Source: an optimization exercise on an open RTL-to-GDS flow (aim: small area, a short achievable clock period and few clock cycles per item). Production flows keep margins and buffers that such runs may drop.
Only simulation tests tie the RTL to the original design; equivalence was not proved.

==> flow/design.v (excerpt) <==
module tilt_deadband_display_mapper_unit (
  input  logic                             clk,
  input  logic                             rst,
  input  logic                             sample_valid,
  output logic                             sample_ready,
  input  logic signed [tddm_pkg::IN_W-1:0] sample_accel_x,
  input  logic signed [tddm_pkg::IN_W-1:0] sample_accel_y,
  input  logic signed [tddm_pkg::IN_W-1:0] sample_accel_z,
  input  logic signed [tddm_pkg::IN_W-1:0] sample_gyro_x,
  input  logic signed [tddm_pkg::IN_W-1:0] sample_gyro_y,
  input  logic signed [tddm_pkg::IN_W-1:0] sample_gyro_z,
  output logic                             result_valid,
  input  logic                             result_ready,
  output logic                             result_update,
  output logic [tddm_pkg::COL_W-1:0]       result_bar_end_x,
  output logic [tddm_pkg::COL_W-1:0]       result_bar_end_y,
  output logic [tddm_pkg::COL_W-1:0]       result_bar_end_z,
  output logic [tddm_pkg::COL_W-1:0]       result_roll_marker_col,
  output logic [tddm_pkg::ROW_W-1:0]       result_pitch_marker_row,
  output logic signed [tddm_pkg::ROLL_W-1:0]  result_roll_angle,
  output logic signed [tddm_pkg::PITCH_W-1:0] result_pitch_angle,
  input  logic                             psel,
  input  logic                             penable,
  input  logic                             pwrite,
  input  logic [tddm_pkg::PADDR_W-1:0]     paddr,
  ...
For scale: roughly 3,600 flip-flops, roughly 280,000 um2 of cells after synthesis.
==> flow/config.mk <==
export PLATFORM = sky130hd
export DESIGN_NAME = tilt_deadband_display_mapper_unit
export DESIGN_NICKNAME = tilt_deadband_display_mapper_unit
export VERILOG_FILES = /design/flow/design.v
export SDC_FILE = /design/flow/constraint.sdc
export NUM_CORES = 4
export LEC_CHECK = 0
export ABC_AREA = 1
export CAP_MARGIN = 20
export CORE_MARGIN = 2
export CORE_UTILIZATION = 40
export SETUP_SLACK_MARGIN = 5
export SLEW_MARGIN = 20
==> flow/constraint.sdc <==
create_clock -name core_clock -period 11.0 [get_ports {clk}]
set_input_delay 2.2000 -clock core_clock [delete_from_list [all_inputs] [get_ports {clk}]]
set_output_delay 2.2000 -clock core_clock [all_outputs]
set_load 0.01 [all_outputs]
run.sh (not shown) runs the stock make flow with config.mk's settings and CLKGATE_MAP_FILE= SYNTH_SCRIPT=/design/flow/synth_recipe.tcl, a recipe that flattens the netlist after the stock synthesis.
Testbench counts at the start, summed over its fixed seeds: cycles 2,128, items 1,920.
Then changed:
--- a/flow/design.v
+++ b/flow/design.v
@@ -141,18 +141,25 @@
   logic [6:0] out_bar_x, out_bar_y, out_bar_z, out_col;
   logic [5:0] out_row;
   logic signed [14:0] out_roll;
   logic signed [13:0] out_pitch;
   logic upd;
   logic v_m, mp_upd;
   logic signed [23:0] mp_bx, mp_by, mp_bz;
   logic signed [25:0] mp_col;
   logic signed [24:0] mp_row;
+  logic signed [23:0] pr_bx, pr_by, pr_bz;
+  logic signed [25:0] pr_col;
+  logic signed [24:0] pr_row;
+  logic signed [8:0] mh_bx, mh_by, mh_bz;
+  logic signed [11:0] mh_col;
+  logic signed [10:0] mh_row;
+  logic mz_bx, mz_by, mz_bz, mz_col, mz_row;
   logic signed [14:0] mp_roll;
   logic signed [13:0] mp_pitch;
   logic [0:0] rspec_1;
   logic [1:0] rspc_2;
   logic signed [16:0] rx17_3;
   logic signed [16:0] ry17_4;
   logic [1:0] rzc_5;
   logic signed [33:0] rx_6;
   logic signed [33:0] ry_7;
@@ -856,18 +863,27 @@
   function automatic logic [6:0] map_pos(input logic signed [25:0] p, input int sh,
                                          input int ctr, input int lo, input int hi);
     logic signed [25:0] q, vv;
     q = (p + ((p < 0) ? ((26'sd1 <<< sh) - 26'sd1) : 26'sd0)) >>> sh;
     vv = 26'(ctr) + q;
     if (vv < 26'(lo)) vv = 26'(lo);
     else if (vv > 26'(hi)) vv = 26'(hi);
     map_pos = vv[6:0];
   endfunction
+  function automatic logic [6:0] map_hq(input logic signed [11:0] h, input logic nz,
+                                        input int ctr, input int lo, input int hi);
+    logic signed [13:0] q, vv;
+    q = 14'(h) + (((h < 0) && nz) ? 14'sd1 : 14'sd0);
+    vv = 14'(ctr) + q;
+    if (vv < 14'(lo)) vv = 14'(lo);
+    else if (vv > 14'(hi)) vv = 14'(hi);
+    map_hq = vv[6:0];
+  endfunction
   assign pready = 1'b1;
   assign adv = !res_valid || result_ready;
   assign sample_ready = adv;
   always_comb begin
     case (paddr[4:2])
       3'd0: prdata = 32'(gyro_deadband);
       3'd1: prdata = 32'(tilt_deadband);
       3'd2: prdata = 32'(roll_gain);
       3'd3: prdata = 32'(pitch_gain);
@@ -1631,35 +1647,45 @@
       gz_q22 <= gz_q21;
       pspec_q22 <= pspec_q21;
       pspc_q22 <= pspc_q21;
       rnew_q22 <= rnew_q21;
       pd14_q22 <= pd14_345;
       pd15_q22 <= pd15_350;
       pzacc_q22 <= pzacc_355;
       upd_d      <= upd;
       mp_upd     <= upd_d;
-      mp_bx      <= 24'($signed(prev_gyro_x) * $signed({1'b0, bar_half_width}));
-      mp_by      <= 24'($signed(prev_gyro_y) * $signed({1'b0, bar_half_width}));
-      mp_bz      <= 24'($signed(prev_gyro_z) * $signed({1'b0, bar_half_width}));
-      mp_col     <= 26'($signed(prev_roll) * $signed({1'b0, roll_gain}));
-      mp_row     <= 25'($signed(prev_pitch) * $signed({1'b0, pitch_gain}));
+      mh_bx      <= pr_bx[23:15];
+      mh_by      <= pr_by[23:15];
+      mh_bz      <= pr_bz[23:15];
+      mh_col     <= pr_col[25:14];
+      mh_row     <= pr_row[24:14];
+      mz_bx      <= |pr_bx[14:0];
+      mz_by      <= |pr_by[14:0];
+      mz_bz      <= |pr_bz[14:0];
+      mz_col     <= |pr_col[13:0];
+      mz_row     <= |pr_row[13:0];
       mp_roll    <= prev_roll;
       mp_pitch   <= prev_pitch;
       out_update <= mp_upd;
-      out_bar_x  <= map_pos(26'(mp_bx), 15, 64, 0, 127);
-      out_bar_y  <= map_pos(26'(mp_by), 15, 64, 0, 127);
-      out_bar_z  <= map_pos(26'(mp_bz), 15, 64, 0, 127);
-      out_col    <= map_pos(mp_col, 14, 64, 0, 127);
-      out_row    <= 6'(map_pos(26'(mp_row), 14, 55, 43, 63));
+      out_bar_x  <= map_hq(12'(mh_bx), mz_bx, 64, 0, 127);
+      out_bar_y  <= map_hq(12'(mh_by), mz_by, 64, 0, 127);
+      out_bar_z  <= map_hq(12'(mh_bz), mz_bz, 64, 0, 127);
+      out_col    <= map_hq(mh_col, mz_col, 64, 0, 127);
+      out_row    <= 6'(map_hq(12'(mh_row), mz_row, 55, 43, 63));
       out_roll   <= mp_roll;
       out_pitch  <= mp_pitch;
     end
   end
+  assign pr_bx  = 24'($signed(prev_gyro_x) * $signed({1'b0, bar_half_width}));
+  assign pr_by  = 24'($signed(prev_gyro_y) * $signed({1'b0, bar_half_width}));
+  assign pr_bz  = 24'($signed(prev_gyro_z) * $signed({1'b0, bar_half_width}));
+  assign pr_col = 26'($signed(prev_roll) * $signed({1'b0, roll_gain}));
+  assign pr_row = 25'($signed(prev_pitch) * $signed({1'b0, pitch_gain}));
   assign result_valid            = res_valid;
   assign result_update           = out_update;
   assign result_bar_end_x        = out_bar_x;
   assign result_bar_end_y        = out_bar_y;
   assign result_bar_end_z        = out_bar_z;
   assign result_roll_marker_col  = out_col;
   assign result_pitch_marker_row = out_row;
   assign result_roll_angle       = out_roll;
   assign result_pitch_angle      = out_pitch;
The changed run finished with timing, DRC and antenna clean.
Final area came out lower by 1.1%.
Global-route usage came out higher by 0.91 points.
Wire length came out higher by 3.3%.
Fmax came out higher by 1.7%.
Sequential share of layout area came out lower by 0.28 points.
Setup slack improves by 0.099 ns.
Sequential cell count came out lower by 68.
Testbench counts after the change, summed over its fixed seeds: cycles 2,128, items 1,920.

tilt_deadband_display_mapper_unit, a different RTL version from the one above (not shown whole).
Size in the first run: roughly 0.27 mm² of cells after synthesis.
// tilt_deadband_display_mapper_unit
module tilt_deadband_display_mapper_unit (
  input  logic                             clk,
  input  logic                             rst,
  input  logic                             sample_valid,
  output logic                             sample_ready,
  input  logic signed [tddm_pkg::IN_W-1:0] sample_accel_x,
  input  logic signed [tddm_pkg::IN_W-1:0] sample_accel_y,
  input  logic signed [tddm_pkg::IN_W-1:0] sample_accel_z,
  input  logic signed [tddm_pkg::IN_W-1:0] sample_gyro_x,
  input  logic signed [tddm_pkg::IN_W-1:0] sample_gyro_y,
  input  logic signed [tddm_pkg::IN_W-1:0] sample_gyro_z,
  output logic                             result_valid,
  input  logic                             result_ready,
  output logic                             result_update,
  output logic [tddm_pkg::COL_W-1:0]       result_bar_end_x,
  output logic [tddm_pkg::COL_W-1:0]       result_bar_end_y,
  output logic [tddm_pkg::COL_W-1:0]       result_bar_end_z,
  output logic [tddm_pkg::COL_W-1:0]       result_roll_marker_col,
  output logic [tddm_pkg::ROW_W-1:0]       result_pitch_marker_row,
  output logic signed [tddm_pkg::ROLL_W-1:0]  result_roll_angle,
  output logic signed [tddm_pkg::PITCH_W-1:0] result_pitch_angle,
  input  logic                             psel,
  input  logic                             penable,
  input  logic                             pwrite,
  input  logic [tddm_pkg::PADDR_W-1:0]     paddr,
  input  logic [tddm_pkg::PDATA_W-1:0]     pwdata,
  output logic [tddm_pkg::PDATA_W-1:0]     prdata,
  output logic                             pready
);
clock: 11.0 ns
lec_check: 0
abc_area: 1
cap_margin: 20
core_margin: 2
core_utilization: 40
setup_slack_margin: 5
slew_margin: 20
Testbench counts at the start, summed over its fixed seeds: cycles 2,136, items 1,920.
Change:
--- a/flow/design.v
+++ b/flow/design.v
@@ -913,14 +913,14 @@
   assign ry_7 = 34'($signed({ry17_4, 16'd0}));
   assign rd0_8 = ~ry_7[33];
   assign ysx_9 = 34'($signed(ry_7) >>> 0);
   assign xsn_10 = 34'(rx_6 >>> 0);
   assign rx_11 = {rx_6[33:0] + (ysx_9[33:0] ^ {34{~rd0_8}}) + {33'd0, ~rd0_8}};
   assign ry_12 = {ry_7[33:0] + (xsn_10[33:0] ^ {34{rd0_8}}) + {33'd0, rd0_8}};
-  assign sq1_13 = 31'($signed(in_ay) * $signed(in_ay));
-  assign sq2_14 = 31'($signed(in_az) * $signed(in_az));
+  assign sq1_13 = 31'(32'({1'b0, in_ay[14], 1'b0, in_ay[13], 1'b0, in_ay[12], 1'b0, in_ay[11], 1'b0, in_ay[10], 1'b0, in_ay[9], 1'b0, in_ay[8], 1'b0, in_ay[7], 1'b0, in_ay[6], 1'b0, in_ay[5], 1'b0, in_ay[4], 1'b0, in_ay[3], 1'b0, in_ay[2], 1'b0, in_ay[1], 1'b0, in_ay[0]}) + (32'({1{in_ay[1]}} & in_ay[0:0]) << 2) + (32'({2{in_ay[2]}} & in_ay[1:0]) << 3) + (32'({3{in_ay[3]}} & in_ay[2:0]) << 4) + (32'({4{in_ay[4]}} & in_ay[3:0]) << 5) + (32'({5{in_ay[5]}} & in_ay[4:0]) << 6) + (32'({6{in_ay[6]}} & in_ay[5:0]) << 7) + (32'({7{in_ay[7]}} & in_ay[6:0]) << 8) + (32'({8{in_ay[8]}} & in_ay[7:0]) << 9) + (32'({9{in_ay[9]}} & in_ay[8:0]) << 10) + (32'({10{in_ay[10]}} & in_ay[9:0]) << 11) + (32'({11{in_ay[11]}} & in_ay[10:0]) << 12) + (32'({12{in_ay[12]}} & in_ay[11:0]) << 13) + (32'({13{in_ay[13]}} & in_ay[12:0]) << 14) + (32'({14{in_ay[14]}} & in_ay[13:0]) << 15) + ({32{in_ay[15]}} & {16'(16'd16384 - {1'b0, in_ay[14:0]}), 16'd0}));
+  assign sq2_14 = 31'(32'({1'b0, in_az[14], 1'b0, in_az[13], 1'b0, in_az[12], 1'b0, in_az[11], 1'b0, in_az[10], 1'b0, in_az[9], 1'b0, in_az[8], 1'b0, in_az[7], 1'b0, in_az[6], 1'b0, in_az[5], 1'b0, in_az[4], 1'b0, in_az[3], 1'b0, in_az[2], 1'b0, in_az[1], 1'b0, in_az[0]}) + (32'({1{in_az[1]}} & in_az[0:0]) << 2) + (32'({2{in_az[2]}} & in_az[1:0]) << 3) + (32'({3{in_az[3]}} & in_az[2:0]) << 4) + (32'({4{in_az[4]}} & in_az[3:0]) << 5) + (32'({5{in_az[5]}} & in_az[4:0]) << 6) + (32'({6{in_az[6]}} & in_az[5:0]) << 7) + (32'({7{in_az[7]}} & in_az[6:0]) << 8) + (32'({8{in_az[8]}} & in_az[7:0]) << 9) + (32'({9{in_az[9]}} & in_az[8:0]) << 10) + (32'({10{in_az[10]}} & in_az[9:0]) << 11) + (32'({11{in_az[11]}} & in_az[10:0]) << 12) + (32'({12{in_az[12]}} & in_az[11:0]) << 13) + (32'({13{in_az[13]}} & in_az[12:0]) << 14) + (32'({14{in_az[14]}} & in_az[13:0]) << 15) + ({32{in_az[15]}} & {16'(16'd16384 - {1'b0, in_az[14:0]}), 16'd0}));
   assign pzero_15 = (in_ay == 16'd0) && (in_az == 16'd0);
   assign rd1_16 = ~ry_q1[33];
   assign ysx_17 = 34'($signed(ry_q1) >>> 1);
   assign xsn_18 = 33'(rx_q1 >>> 1);
   assign rx_19 = {rx_q1[33:0] + (ysx_17[33:0] ^ {34{~rd1_16}}) + {33'd0, ~rd1_16}};
   assign ry_20 = {ry_q1[32:0] + (xsn_18[32:0] ^ {33{rd1_16}}) + {32'd0, rd1_16}};
Setup slack is better by 0.094 ns.
Routed wire length rises by 0.95%.
Final area falls by 2.8%.
Utilization falls by 0.29 points.
Worst hold slack is better by 0.010 ns.
Register-to-register slack is better by 0.15 ns.
First-iteration DRC count rises by 6.8%.
Synthesized area falls by 2.3%.
Synthesized cell count falls by 1.8%.
Fmax rises by 1.6%.
Testbench counts after the change, summed over its fixed seeds: cycles 2,136, items 1,920.

what the ideal ports hide:
No port has a modelled driver above. Below, the same layouts with a new extraction and two added sets of constraints.
Step 1, drivers: a clkbuf_16 drives clk and a buf_2 each remaining input, both assumed.
Step 2 times the ports against the registers' clock, not the clock port: input delays grow and output delays shrink by t, the midpoint of the rising clock arrivals with the driver on.
Slacks: no drivers / after step 1 / after step 2; pairs: no drivers / after step 1.
run	shift t [ns]	slack for setup (ns)	latest minus earliest clock arrival (ns)
the first run of note 1	1.134	4.926 / 4.926 / 4.886	0.134 / 0.135
the second run of note 1	1.127	5.025 / 5.001 / 4.305	0.067 / 0.066
the first run of note 2	1.136	5.058 / 5.012 / 4.366	0.104 / 0.104
the second run of note 2	1.171	5.152 / 5.083 / 4.328	0.117 / 0.117
After both steps every run listed still meets setup and hold. For the second run of note 2, which loses most, drivers alone change the setup slack by -0.069 ns; drivers and shift together by -0.824 ns.
